From an optimization exercise on the open Yosys and OpenROAD flow, aimed at a short achievable clock period and few clock cycles; shortcuts taken in it are not production practice.
Function was checked by simulation only, so behaviour that the tests miss may differ from the original.
Power is estimated from default activity; no workload was simulated.

==> flow/design.v <==
`default_nettype none
package mipsPkg;
  parameter int dataWidth = 32;
  parameter int regAddrWidth = 5;
  parameter int pcWidth = 8;  
  parameter logic [5:0] opRType = 6'b000000;
  parameter logic [5:0] opLw = 6'b100011;
  parameter logic [5:0] opSw = 6'b101011;
  parameter logic [5:0] opBeq = 6'b000100;
  parameter logic [5:0] opAddi = 6'b001000;
  parameter logic [5:0] functAdd = 6'b100000;
  parameter logic [5:0] functSub = 6'b100010;
  parameter logic [5:0] functAnd = 6'b100100;
  parameter logic [5:0] functOr = 6'b100101;
  parameter logic [5:0] functSlt = 6'b101010;
  typedef enum logic [2:0] {
    aluAnd = 3'b000,
    aluOr  = 3'b001,
    aluAdd = 3'b010,
    aluSub = 3'b110,
    aluSlt = 3'b111
  } aluCtrlT;
  typedef enum logic [1:0] {
    fwdReg = 2'b00,  
    fwdWb  = 2'b01,  
    fwdMem = 2'b10   
  } fwdSelT;
endpackage
`default_nettype wire
`timescale 1ns/100ps
`default_nettype none
module fetchStage (
  input  logic                          CLK,
  input  logic                          reset,
  input  logic                          stall,
  input  logic                          flushDecode,
  input  logic                          branchTaken,
  input  logic [mipsPkg::pcWidth-1:0]   branchTarget,
  input  logic [mipsPkg::dataWidth-1:0] instr,
  output logic [mipsPkg::pcWidth-1:0]   pcF,
  output logic [mipsPkg::dataWidth-1:0] instrD,
  output logic [mipsPkg::pcWidth-1:0]   pcPlus4D
);
  localparam logic [mipsPkg::pcWidth-1:0] pcStep = 4;
  logic [mipsPkg::pcWidth-1:0] pcPlus4F;
  assign pcPlus4F = pcF + pcStep;
  always_ff @(posedge CLK or posedge reset) begin
    if (reset) begin
      pcF <= '0;
    end else if (branchTaken) begin
      pcF <= branchTarget;
    end else if (!stall) begin
      pcF <= pcPlus4F;
    end
  end
  always_ff @(posedge CLK or posedge reset) begin
    if (reset) begin
      instrD <= '0;
      pcPlus4D <= '0;
    end else if (flushDecode) begin
      instrD <= '0;  
      pcPlus4D <= '0;
    end else if (!stall) begin
      instrD <= instr;
      pcPlus4D <= pcPlus4F;
    end
  end
endmodule
`default_nettype wire
`timescale 1ns/100ps
`default_nettype none
module registerFile (
  input  logic                             CLK,
  input  logic                             reset,
  input  logic [mipsPkg::regAddrWidth-1:0] readAddrA,
  input  logic [mipsPkg::regAddrWidth-1:0] readAddrB,
  input  logic                             writeEnable,
  input  logic [mipsPkg::regAddrWidth-1:0] writeAddr,
  input  logic [mipsPkg::dataWidth-1:0]    writeData,
  output logic [mipsPkg::dataWidth-1:0]    readDataA,
  output logic [mipsPkg::dataWidth-1:0]    readDataB
);
  logic [mipsPkg::dataWidth-1:0] regs [2**mipsPkg::regAddrWidth];
  logic writeLive;  
  assign writeLive = writeEnable && (writeAddr != '0);
  always_ff @(posedge CLK or posedge reset) begin
    if (reset) begin
      for (int i = 0; i < 2**mipsPkg::regAddrWidth; i++) begin
        regs[i] <= '0;
      end
    end else if (writeLive) begin
      regs[writeAddr] <= writeData;
    end
  end
  assign readDataA = (writeLive && readAddrA == writeAddr) ? writeData : regs[readAddrA];
  assign readDataB = (writeLive && readAddrB == writeAddr) ? writeData : regs[readAddrB];
endmodule
`default_nettype wire
`timescale 1ns/100ps
`default_nettype none
module decodeStage (
  input  logic                             CLK,
  input  logic                             reset,
  input  logic                             flushExecute,
  input  logic [mipsPkg::dataWidth-1:0]    instrD,
  input  logic [mipsPkg::pcWidth-1:0]      pcPlus4D,
  input  logic                             regWriteW,
  input  logic [mipsPkg::regAddrWidth-1:0] writeRegW,
  input  logic [mipsPkg::dataWidth-1:0]    resultW,
  output logic [mipsPkg::regAddrWidth-1:0] rsD,
  output logic [mipsPkg::regAddrWidth-1:0] rtD,
  output logic                             regWriteE,
  output logic                             memToRegE,
  output logic                             memWriteE,
  output mipsPkg::aluCtrlT                 aluCtrlE,
  output logic                             aluSrcE,
  output logic                             regDstE,
  output logic                             branchE,
  output logic [mipsPkg::dataWidth-1:0]    rd1E,
  output logic [mipsPkg::dataWidth-1:0]    rd2E,
  output logic [mipsPkg::regAddrWidth-1:0] rsE,
  output logic [mipsPkg::regAddrWidth-1:0] rtE,
  output logic [mipsPkg::regAddrWidth-1:0] rdE,
  output logic [mipsPkg::dataWidth-1:0]    immE,
  output logic [mipsPkg::pcWidth-1:0]      pcPlus4E
);
  logic [5:0] opD, functD;
  logic [mipsPkg::regAddrWidth-1:0] rdD;
  logic [mipsPkg::dataWidth-1:0] immD, rd1D, rd2D;
  logic regWriteD, memToRegD, memWriteD, aluSrcD, regDstD, branchD;
  mipsPkg::aluCtrlT aluCtrlD;
  assign opD = instrD[31:26];
  assign functD = instrD[5:0];
  assign rsD = instrD[25:21];
  assign rtD = instrD[20:16];
  assign rdD = instrD[15:11];
  assign immD = {{(mipsPkg::dataWidth-16){instrD[15]}}, instrD[15:0]};
  registerFile regFile (
    .CLK(CLK),
    .reset(reset),
    .readAddrA(rsD),
    .readAddrB(rtD),
    .writeEnable(regWriteW),
    .writeAddr(writeRegW),
    .writeData(resultW),
    .readDataA(rd1D),
    .readDataB(rd2D)
  );
  always_comb begin
    regWriteD = 1'b0;
    memToRegD = 1'b0;
    memWriteD = 1'b0;
    aluCtrlD = mipsPkg::aluAdd;
    aluSrcD = 1'b0;
    regDstD = 1'b0;
    branchD = 1'b0;
    case (opD)
      mipsPkg::opRType: begin
        regDstD = 1'b1;
        regWriteD = 1'b1;
        case (functD)
          mipsPkg::functAdd: aluCtrlD = mipsPkg::aluAdd;
          mipsPkg::functSub: aluCtrlD = mipsPkg::aluSub;
          mipsPkg::functAnd: aluCtrlD = mipsPkg::aluAnd;
          mipsPkg::functOr: aluCtrlD = mipsPkg::aluOr;
          mipsPkg::functSlt: aluCtrlD = mipsPkg::aluSlt;
          default: regWriteD = 1'b0;  
        endcase
      end
      mipsPkg::opLw: begin
        regWriteD = 1'b1;
        memToRegD = 1'b1;
        aluSrcD = 1'b1;
      end
      mipsPkg::opSw: begin
        memWriteD = 1'b1;
        aluSrcD = 1'b1;
      end
      mipsPkg::opBeq: begin
        branchD = 1'b1;
        aluCtrlD = mipsPkg::aluSub;  
      end
      mipsPkg::opAddi: begin
        regWriteD = 1'b1;
        aluSrcD = 1'b1;
      end
      default: ;
    endcase
  end
  always_ff @(posedge CLK or posedge reset) begin
    if (reset) begin
      regWriteE <= 1'b0;
      memToRegE <= 1'b0;
      memWriteE <= 1'b0;
      aluCtrlE <= mipsPkg::aluAnd;
      aluSrcE <= 1'b0;
      regDstE <= 1'b0;
      branchE <= 1'b0;
      rd1E <= '0;
      rd2E <= '0;
      rsE <= '0;
      rtE <= '0;
      rdE <= '0;
      immE <= '0;
      pcPlus4E <= '0;
    end else begin
      regWriteE <= regWriteD & ~flushExecute;
      memToRegE <= memToRegD & ~flushExecute;
      memWriteE <= memWriteD & ~flushExecute;
      aluCtrlE <= flushExecute ? mipsPkg::aluAnd : aluCtrlD;
      aluSrcE <= aluSrcD & ~flushExecute;
      regDstE <= regDstD & ~flushExecute;
      branchE <= branchD & ~flushExecute;
      rd1E <= rd1D;
      rd2E <= rd2D;
      rsE <= rsD;
      rtE <= rtD;
      rdE <= rdD;
      immE <= immD;
      pcPlus4E <= pcPlus4D;
    end
  end
endmodule
`default_nettype wire
`timescale 1ns/100ps
`default_nettype none
module executeStage (
  input  logic                             CLK,
  input  logic                             reset,
  input  logic                             flushMemory,
  input  mipsPkg::fwdSelT                  forwardA,
  input  mipsPkg::fwdSelT                  forwardB,
  input  logic                             regWriteE,
  input  logic                             memToRegE,
  input  logic                             memWriteE,
  input  mipsPkg::aluCtrlT                 aluCtrlE,
  input  logic                             aluSrcE,
  input  logic                             regDstE,
  input  logic                             branchE,
  input  logic [mipsPkg::dataWidth-1:0]    rd1E,
  input  logic [mipsPkg::dataWidth-1:0]    rd2E,
  input  logic [mipsPkg::regAddrWidth-1:0] rtE,
  input  logic [mipsPkg::regAddrWidth-1:0] rdE,
  input  logic [mipsPkg::dataWidth-1:0]    immE,
  input  logic [mipsPkg::pcWidth-1:0]      pcPlus4E,
  input  logic [mipsPkg::dataWidth-1:0]    resultW,
  output logic [mipsPkg::regAddrWidth-1:0] writeRegE,
  output logic                             regWriteM,
  output logic                             memToRegM,
  output logic                             memWriteM,
  output logic                             branchM,
  output logic                             zeroM,
  output logic [mipsPkg::dataWidth-1:0]    aluOutM,
  output logic [mipsPkg::dataWidth-1:0]    writeDataM,
  output logic [mipsPkg::regAddrWidth-1:0] writeRegM,
  output logic [mipsPkg::pcWidth-1:0]      branchTargetM
);
  logic [mipsPkg::dataWidth-1:0] srcA, srcB, writeDataE, aluOutE;
  logic zeroE;
  logic [mipsPkg::pcWidth-1:0] branchTargetE;
  function automatic logic [mipsPkg::dataWidth-1:0] pickOperand(
    input logic [1:0] sel,
    input logic [mipsPkg::dataWidth-1:0] regValue,
    input logic [mipsPkg::dataWidth-1:0] memValue,
    input logic [mipsPkg::dataWidth-1:0] wbValue
  );
    case (sel)
      mipsPkg::fwdMem: pickOperand = memValue;
      mipsPkg::fwdWb: pickOperand = wbValue;
      default: pickOperand = regValue;
    endcase
  endfunction
  assign srcA = pickOperand(forwardA, rd1E, aluOutM, resultW);
  assign writeDataE = pickOperand(forwardB, rd2E, aluOutM, resultW);  
  assign srcB = aluSrcE ? immE : writeDataE;
  always_comb begin
    case (aluCtrlE)
      mipsPkg::aluAnd: aluOutE = srcA & srcB;
      mipsPkg::aluOr: aluOutE = srcA | srcB;
      mipsPkg::aluSub: aluOutE = srcA - srcB;
      mipsPkg::aluSlt: aluOutE = ($signed(srcA) < $signed(srcB)) ? 1 : 0;
      default: aluOutE = srcA + srcB;
    endcase
  end
  assign zeroE = (aluOutE == '0);
  assign writeRegE = regDstE ? rdE : rtE;
  assign branchTargetE = pcPlus4E + {immE[mipsPkg::pcWidth-3:0], 2'b00};  
  always_ff @(posedge CLK or posedge reset) begin
    if (reset) begin
      regWriteM <= 1'b0;
      memToRegM <= 1'b0;
      memWriteM <= 1'b0;
      branchM <= 1'b0;
      zeroM <= 1'b0;
      aluOutM <= '0;
      writeDataM <= '0;
      writeRegM <= '0;
      branchTargetM <= '0;
    end else begin
      regWriteM <= regWriteE & ~flushMemory;
      memToRegM <= memToRegE & ~flushMemory;
      memWriteM <= memWriteE & ~flushMemory;
      branchM <= branchE & ~flushMemory;
      zeroM <= zeroE;
      aluOutM <= aluOutE;
      writeDataM <= writeDataE;
      writeRegM <= writeRegE;
      branchTargetM <= branchTargetE;
    end
  end
endmodule
`default_nettype wire
`timescale 1ns/100ps
`default_nettype none
module memoryStage #(
  parameter int dataMemWords = 64
) (
  input  logic                             CLK,
  input  logic                             reset,
  input  logic                             regWriteM,
  input  logic                             memToRegM,
  input  logic                             memWriteM,
  input  logic                             branchM,
  input  logic                             zeroM,
  input  logic [mipsPkg::dataWidth-1:0]    aluOutM,
  input  logic [mipsPkg::dataWidth-1:0]    writeDataM,
  input  logic [mipsPkg::regAddrWidth-1:0] writeRegM,
  input  logic [mipsPkg::pcWidth-1:0]      branchTargetM,
  output logic                             branchTaken,
  output logic [mipsPkg::pcWidth-1:0]      branchTarget,
  output logic                             regWriteW,
  output logic [mipsPkg::regAddrWidth-1:0] writeRegW,
  output logic [mipsPkg::dataWidth-1:0]    resultW
);
  localparam int addrBits = $clog2(dataMemWords);
  logic [mipsPkg::dataWidth-1:0] dataMem [dataMemWords];
  logic [addrBits-1:0] wordAddr;
  logic [mipsPkg::dataWidth-1:0] readDataM, readDataW, aluOutW;
  logic memToRegW;
  assign wordAddr = aluOutM[addrBits+1:2];  
  assign readDataM = dataMem[wordAddr];
  always_ff @(posedge CLK) begin
    if (memWriteM) begin
      dataMem[wordAddr] <= writeDataM;
    end
  end
  assign branchTaken = branchM & zeroM;
  assign branchTarget = branchTargetM;
  always_ff @(posedge CLK or posedge reset) begin
    if (reset) begin
      regWriteW <= 1'b0;
      memToRegW <= 1'b0;
      writeRegW <= '0;
      readDataW <= '0;
      aluOutW <= '0;
    end else begin
      regWriteW <= regWriteM;
      memToRegW <= memToRegM;
      writeRegW <= writeRegM;
      readDataW <= readDataM;
      aluOutW <= aluOutM;
    end
  end
  assign resultW = memToRegW ? readDataW : aluOutW;
endmodule
`default_nettype wire
`timescale 1ns/100ps
`default_nettype none
module hazardUnit (
  input  logic [mipsPkg::regAddrWidth-1:0] rsD,
  input  logic [mipsPkg::regAddrWidth-1:0] rtD,
  input  logic [mipsPkg::regAddrWidth-1:0] rsE,
  input  logic [mipsPkg::regAddrWidth-1:0] rtE,
  input  logic                             memToRegE,
  input  logic [mipsPkg::regAddrWidth-1:0] writeRegM,
  input  logic                             regWriteM,
  input  logic [mipsPkg::regAddrWidth-1:0] writeRegW,
  input  logic                             regWriteW,
  input  logic                             branchTaken,
  output mipsPkg::fwdSelT                  forwardA,
  output mipsPkg::fwdSelT                  forwardB,
  output logic                             stall,
  output logic                             flushDecode,
  output logic                             flushExecute,
  output logic                             flushMemory
);
  function automatic logic [1:0] fwdFrom(
    input logic [mipsPkg::regAddrWidth-1:0] srcReg,
    input logic [mipsPkg::regAddrWidth-1:0] regM,
    input logic                             enM,
    input logic [mipsPkg::regAddrWidth-1:0] regW,
    input logic                             enW
  );
    if (srcReg == '0) begin
      fwdFrom = mipsPkg::fwdReg;
    end else if (enM && srcReg == regM) begin
      fwdFrom = mipsPkg::fwdMem;
    end else if (enW && srcReg == regW) begin
      fwdFrom = mipsPkg::fwdWb;
    end else begin
      fwdFrom = mipsPkg::fwdReg;
    end
  endfunction
  assign forwardA = mipsPkg::fwdSelT'(fwdFrom(rsE, writeRegM, regWriteM, writeRegW, regWriteW));
  assign forwardB = mipsPkg::fwdSelT'(fwdFrom(rtE, writeRegM, regWriteM, writeRegW, regWriteW));
  assign stall = memToRegE && (rtE == rsD || rtE == rtD);
  assign flushDecode = branchTaken;
  assign flushExecute = stall | branchTaken;
  assign flushMemory = branchTaken;
endmodule
`default_nettype wire
`timescale 1ns/100ps
`default_nettype none
module mipsCore #(
  parameter int dataMemWords = 64
) (
  input  logic                             CLK,
  input  logic                             reset,
  input  logic [mipsPkg::dataWidth-1:0]    instr,
  output logic [mipsPkg::pcWidth-1:0]      pcF,
  output logic                             memWrite,
  output logic [mipsPkg::dataWidth-1:0]    memAddr,
  output logic [mipsPkg::dataWidth-1:0]    memWriteData,
  output logic                             regWrite,
  output logic [mipsPkg::regAddrWidth-1:0] writeReg,
  output logic [mipsPkg::dataWidth-1:0]    result
);
  logic [mipsPkg::dataWidth-1:0] instrD;
  logic [mipsPkg::pcWidth-1:0] pcPlus4D;
  logic [mipsPkg::regAddrWidth-1:0] rsD, rtD, rsE, rtE, rdE;
  logic regWriteE, memToRegE, memWriteE, aluSrcE, regDstE, branchE;
  mipsPkg::aluCtrlT aluCtrlE;
  logic [mipsPkg::dataWidth-1:0] rd1E, rd2E, immE;
  logic [mipsPkg::pcWidth-1:0] pcPlus4E;
  logic regWriteM, memToRegM, memWriteM, branchM, zeroM;
  logic [mipsPkg::dataWidth-1:0] aluOutM, writeDataM;
  logic [mipsPkg::regAddrWidth-1:0] writeRegM;
  logic [mipsPkg::pcWidth-1:0] branchTargetM;
  logic branchTaken;
  logic [mipsPkg::pcWidth-1:0] branchTarget;
  logic regWriteW;
  logic [mipsPkg::regAddrWidth-1:0] writeRegW;
  logic [mipsPkg::dataWidth-1:0] resultW;
  logic stall, flushDecode, flushExecute, flushMemory;
  mipsPkg::fwdSelT forwardA, forwardB;
  fetchStage fetch (
    .CLK(CLK),
    .reset(reset),
    .stall(stall),
    .flushDecode(flushDecode),
    .branchTaken(branchTaken),
    .branchTarget(branchTarget),
    .instr(instr),
    .pcF(pcF),
    .instrD(instrD),
    .pcPlus4D(pcPlus4D)
  );
  decodeStage decode (
    .CLK(CLK),
    .reset(reset),
    .flushExecute(flushExecute),
    .instrD(instrD),
    .pcPlus4D(pcPlus4D),
    .regWriteW(regWriteW),
    .writeRegW(writeRegW),
    .resultW(resultW),
    .rsD(rsD),
    .rtD(rtD),
    .regWriteE(regWriteE),
    .memToRegE(memToRegE),
    .memWriteE(memWriteE),
    .aluCtrlE(aluCtrlE),
    .aluSrcE(aluSrcE),
    .regDstE(regDstE),
    .branchE(branchE),
    .rd1E(rd1E),
    .rd2E(rd2E),
    .rsE(rsE),
    .rtE(rtE),
    .rdE(rdE),
    .immE(immE),
    .pcPlus4E(pcPlus4E)
  );
  executeStage execute (
    .CLK(CLK),
    .reset(reset),
    .flushMemory(flushMemory),
    .forwardA(forwardA),
    .forwardB(forwardB),
    .regWriteE(regWriteE),
    .memToRegE(memToRegE),
    .memWriteE(memWriteE),
    .aluCtrlE(aluCtrlE),
    .aluSrcE(aluSrcE),
    .regDstE(regDstE),
    .branchE(branchE),
    .rd1E(rd1E),
    .rd2E(rd2E),
    .rtE(rtE),
    .rdE(rdE),
    .immE(immE),
    .pcPlus4E(pcPlus4E),
    .resultW(resultW),
    .writeRegE(),
    .regWriteM(regWriteM),
    .memToRegM(memToRegM),
    .memWriteM(memWriteM),
    .branchM(branchM),
    .zeroM(zeroM),
    .aluOutM(aluOutM),
    .writeDataM(writeDataM),
    .writeRegM(writeRegM),
    .branchTargetM(branchTargetM)
  );
  memoryStage #(
    .dataMemWords(dataMemWords)
  ) memory (
    .CLK(CLK),
    .reset(reset),
    .regWriteM(regWriteM),
    .memToRegM(memToRegM),
    .memWriteM(memWriteM),
    .branchM(branchM),
    .zeroM(zeroM),
    .aluOutM(aluOutM),
    .writeDataM(writeDataM),
    .writeRegM(writeRegM),
    .branchTargetM(branchTargetM),
    .branchTaken(branchTaken),
    .branchTarget(branchTarget),
    .regWriteW(regWriteW),
    .writeRegW(writeRegW),
    .resultW(resultW)
  );
  hazardUnit hazard (
    .rsD(rsD),
    .rtD(rtD),
    .rsE(rsE),
    .rtE(rtE),
    .memToRegE(memToRegE),
    .writeRegM(writeRegM),
    .regWriteM(regWriteM),
    .writeRegW(writeRegW),
    .regWriteW(regWriteW),
    .branchTaken(branchTaken),
    .forwardA(forwardA),
    .forwardB(forwardB),
    .stall(stall),
    .flushDecode(flushDecode),
    .flushExecute(flushExecute),
    .flushMemory(flushMemory)
  );
  assign memWrite = memWriteM;
  assign memAddr = aluOutM;
  assign memWriteData = writeDataM;
  assign regWrite = regWriteW;
  assign writeReg = writeRegW;
  assign result = resultW;
endmodule
`default_nettype wire
==> flow/run.sh <==
#!/bin/bash
# synth_recipe.tcl (not shown) runs the flow's synth.tcl, then flattens the netlist and writes it again
# the make line also repeats each setting of config.mk as NAME=value (left out here)
make -C /OpenROAD-flow-scripts/flow DESIGN_CONFIG=/design/flow/config.mk WORK_HOME=/design/flow/orfs CLKGATE_MAP_FILE= SYNTH_SCRIPT=/design/flow/synth_recipe.tcl finish
==> flow/config.mk <==
export PLATFORM = sky130hd
export DESIGN_NAME = mipsCore
export DESIGN_NICKNAME = mipsCore
export VERILOG_FILES = /design/flow/design.v
export SDC_FILE = /design/flow/constraint.sdc
export NUM_CORES = 4
export LEC_CHECK = 0
export CAP_MARGIN = 20
export CORE_MARGIN = 2
export CORE_UTILIZATION = 22
export PLACE_DENSITY = 0.3
export SLEW_MARGIN = 20
==> flow/constraint.sdc <==
create_clock -name core_clock -period 8.0 [get_ports {CLK}]
set_input_delay 1.6000 -clock core_clock [delete_from_list [all_inputs] [get_ports {CLK}]]
set_output_delay 1.6000 -clock core_clock [all_outputs]
set_load 0.01 [all_outputs]
==> flow_summary.json <==
{
  "worstSetupEndpointType": "register",
  "outcome": "timing/DRC/antenna clean",
  "arrival_ns": 8.31,
  "synthFlopType": "edfxtp_1",
  "post-place-ws_ns": 0.6019,
  "setup_viol": 0,
  "grt_max_degree": 110,
  "syn_nets": 10880,
  "io_pins": 145,
  "final_area_um2": 165900,
  "port_buffers": 144,
  "synth_area_um2": 138100,
  "cts_tree": "built",
  "layout-drive-gt1-share_pct": 12.31,
  "final_nets": 11000,
  "grt_usage_pct": 23.64,
  "clock_sinks": 3380,
  "rows": 291,
  "coreArea_um2": 627000,
  "tns_ns": 0,
  "post_drt_wl_per_cell_um": 39.58,
  "synth_enable_flop_cells": 2048,
  "antenna_found_initial": 74,
  "hold_class": "reg -> reg",
  "power_density_nw_per_um2": 258.7,
  "clk_transition_reported_paths_ns": 0.06,
  "cts_made_buffers": 407,
  "cap_violations": 0,
  "hpwl_mm": 470.0,
  "ys_seq_area_share_pct": 68.64,
  "antenna_left": 0,
  "clk_latency_ns": 1.04,
  "ctsHoldBuffers": 0,
  "start_util_pct": 22.03,
  "synth_cell_types": 83,
  "die_h_um": 796.4,
  "ir_drop_mv": 0.1908,
  "avgViaCountPerCell": 5.278,
  "period_share_pct": 92.83,
  "synth.avg_cell_area_um2": 12.87,
  "layout_setup_ws_ns": 0.5734,
  "cts_setup_buffers": 0,
  "crit_fanout": 28,
  "drtPass1Iterations": 6,
  "drc_errors": 0,
  "crit_required_ns": 8.89,
  "drt_iter0_drc": 12180,
  "grt-ovfl-total": 0,
  "die_x_um": 796.4,
  "finClkSkew_ns": 0.1068,
  "syn_inst": 10740,
  "crit_path_start_kind": "register",
  "worst_pin_slew_ns": 1.140,
  "rsz0062_at_grt": "false",
  "placed_cell_area_um2": 152800,
  "ys_ff_latch": 3380,
  "leakage_nw": 59.25,
  "period_needed_ns": 7.427,
  "fmax_ghz": 0.1347,
  "final-hold-violation-count": 0,
  "totalWireLength_mm": 775.2,
  "place_congestion": 0.8525,
  "grt_pass1_wl_mm": 1019,
  "yosysWarnings": 7,
  "clock_path_buffers": 4,
  "finish.utilization_pct": 26.47,
  "max_slew_margin_pct": 23.65,
  "crit_type": "reg -> reg",
  "drv_slew": 0,
  "grt_pass1_vias": 101800,
  "ys_async_sr_fraction_pct": 39.41,
  "cts-root-buf": "clkbuf_16",
  "syn2layout_area_growth_pct": 20.12,
  "via_count": 103400,
  "cts-htree-levels": 5,
  "dieArea_um2": 634300,
  "ctsResizeCount": 0
}
==> layout make-up <==
class / count / area (um2)
Antenna cell: 48 / 120.1
Clock buffer: 543 / 11160
Clock inverter: 199 / 1851
Fill cell: 64780 / 461000
Inverter: 175 / 660.6
Multi-Input combinational cell: 6254 / 41000
Sequential cell: 3380 / 94910
Tap cell: 8350 / 10450
Timing Repair Buffer: 638 / 5801
==> cells by family after synthesis <==
| kind of cell | share of synthesized area, % |
|---|---|
| AO/OA/AOI/OAI | 19.98 |
| XOR/XNOR | 0.4067 |
| adder cells (fa/ha/maj) | 1.013 |
| buffers and inverters | 3.025 |
| flip-flops | 68.64 |
| multiplexers | 0.3795 |
| AND/OR/NAND/NOR | 6.553 |
==> power breakdown <==
| group | internal, mW | leakage [nW] | switching, mW |
|---|---|---|---|
| clock | 10.6 | 6.36 | 7.95 |
| sequential | 19.0 | 36.9 | 0.642 |
| combinational | 1.21 | 15.9 | 3.52 |
==> per-stage QoR <==
stage	instances	total power [mW]	hold WS [ns]
finish	19590	42.93	0.3480
global route	19540	44.26	0.3716
CTS	19540	43.42	0.3482
detailed placement	18800	24.75	0.3347
global placement	18790	24.74	0.3357
floorplan	10740	21.69	0.3312
==> cells in the final DEF (no fill, tap or decap), drive strengths merged, types with 57 or more instances in the layout <==
cell type / synthesis / final
nand4: 212 / 212
a22o: 531 / 531
a22oi: 1058 / 1058
clkinv: 1 / 155
a221oi: 501 / 501
dfrtp: 1332 / 1332
nor2: 869 / 869
buf: 97 / 494
a21oi: 888 / 888
ha: 107 / 107
clkdlybuf4s50: 0 / 144
a31oi: 187 / 187
nand3: 134 / 134
nand2: 607 / 607
inv: 174 / 180
o21ai: 548 / 548
edfxtp: 2048 / 2048
o32a: 57 / 57
clkbuf: 830 / 543
==> critical path: stages (launching register included) <==
cell     delay [ns]
dfrtp_1        0.46
or4_1          0.58
o21ai_0        0.66
ha_4           0.43
buf_4          0.39
a21oi_1        0.17
o21a_1         0.23
ha_1           0.57
nand2_1        0.14
o21ai_0        0.38
nor2_1         0.08
a31oi_1        0.58
a31oi_1        0.32
o41ai_1        0.67
mux2_2         0.41
and3_1         0.22
nor4b_1        0.50
nand4_1        0.23
nor4_2         0.25
==> state kept, by name, summed over array words and instances, names as in the netlist, 3 cells and up <==
register	count
fetch.pcPlus4D	8
memory.readDataW	32
memory.dataMem	2048
fetch.instrD	32
decode.immE	15
memory.writeRegW	5
decode.rd2E	32
execute.aluOutM	32
decode.regFile.regs	1024
decode.pcPlus4E	8
fetch.pcF	8
memory.aluOutW	32
execute.branchTargetM	8
decode.rsE	5
execute.writeDataM	32
decode.aluCtrlE	3
decode.rtE	5
execute.writeRegM	5
decode.rd1E	32
==> synthesized netlist by cell type, drive strengths merged (134+ instances only) <==
cell type	n	share of area, %
a31oi	187	0.85
nor2	869	2.4
inv	174	0.47
nand2	607	1.7
edfxtp	2048	45
nand4	212	0.96
a22o	531	3.4
a221oi	501	3.2
nand3	134	0.49
dfrtp	1332	24
a21oi	888	3.2
a22oi	1058	5.7
o21ai	548	2.0
clkbuf	830	2.3
==> metal layers <==
metal  wire [um]  GRT usage (%)
met4       31120          8.161
met2      370000          39.55
met3       47960          4.274
met5         388              0
met1      325800          30.73
==> final timing paths <==
path                                                   from                                endpoint  slack (ns)  cells after the start
worst min-delay path            execute.memToRegM$_DFF_PP0_              memory.memToRegW$_DFF_PP0_        0.35                      0
max in group asynchronous                             reset             fetch.instrD[1]$_DFFE_PP0P_        4.88                      5
min in group asynchronous                             reset  decode.regFile.regs[8][22]$_DFFE_PP0P_        1.49                      3
worst min register to register  execute.memToRegM$_DFF_PP0_              memory.memToRegW$_DFF_PP0_        0.35                      0
worst max register to register      decode.rtE[1]$_DFF_PP0_                 execute.zeroM$_DFF_PP0_        0.57                     18
worst max-delay path                decode.rtE[1]$_DFF_PP0_                 execute.zeroM$_DFF_PP0_        0.57                     18
Testbench counts, summed over its fixed seeds: cycles 39,381.

re-timing with driven ports:
The results above use ideal ports. As a check the final layout listed here was re-extracted and re-timed, cells and wires unchanged. Step 1 sets driving cells, clkbuf_16 on the clock port and buf_2 on the other inputs (assumed; they add their load-dependent delay and slew). Step 2 also shifts input and output timing later by t, the mid clock arrival at the registers, as if the neighbouring blocks saw the same clock. a / b / c = ideal / step 1 / step 2; a / b = the first two.
shift t [ns]: 1.114
setup WS [ns]: 0.573 / 0.573 / 0.573
worst register clock-pin slew, ns: 0.07 / 0.07
After both steps setup and hold are still met in this run. For this run, drivers alone change the setup slack by 0.000 ns; drivers and shift together by 0.000 ns.
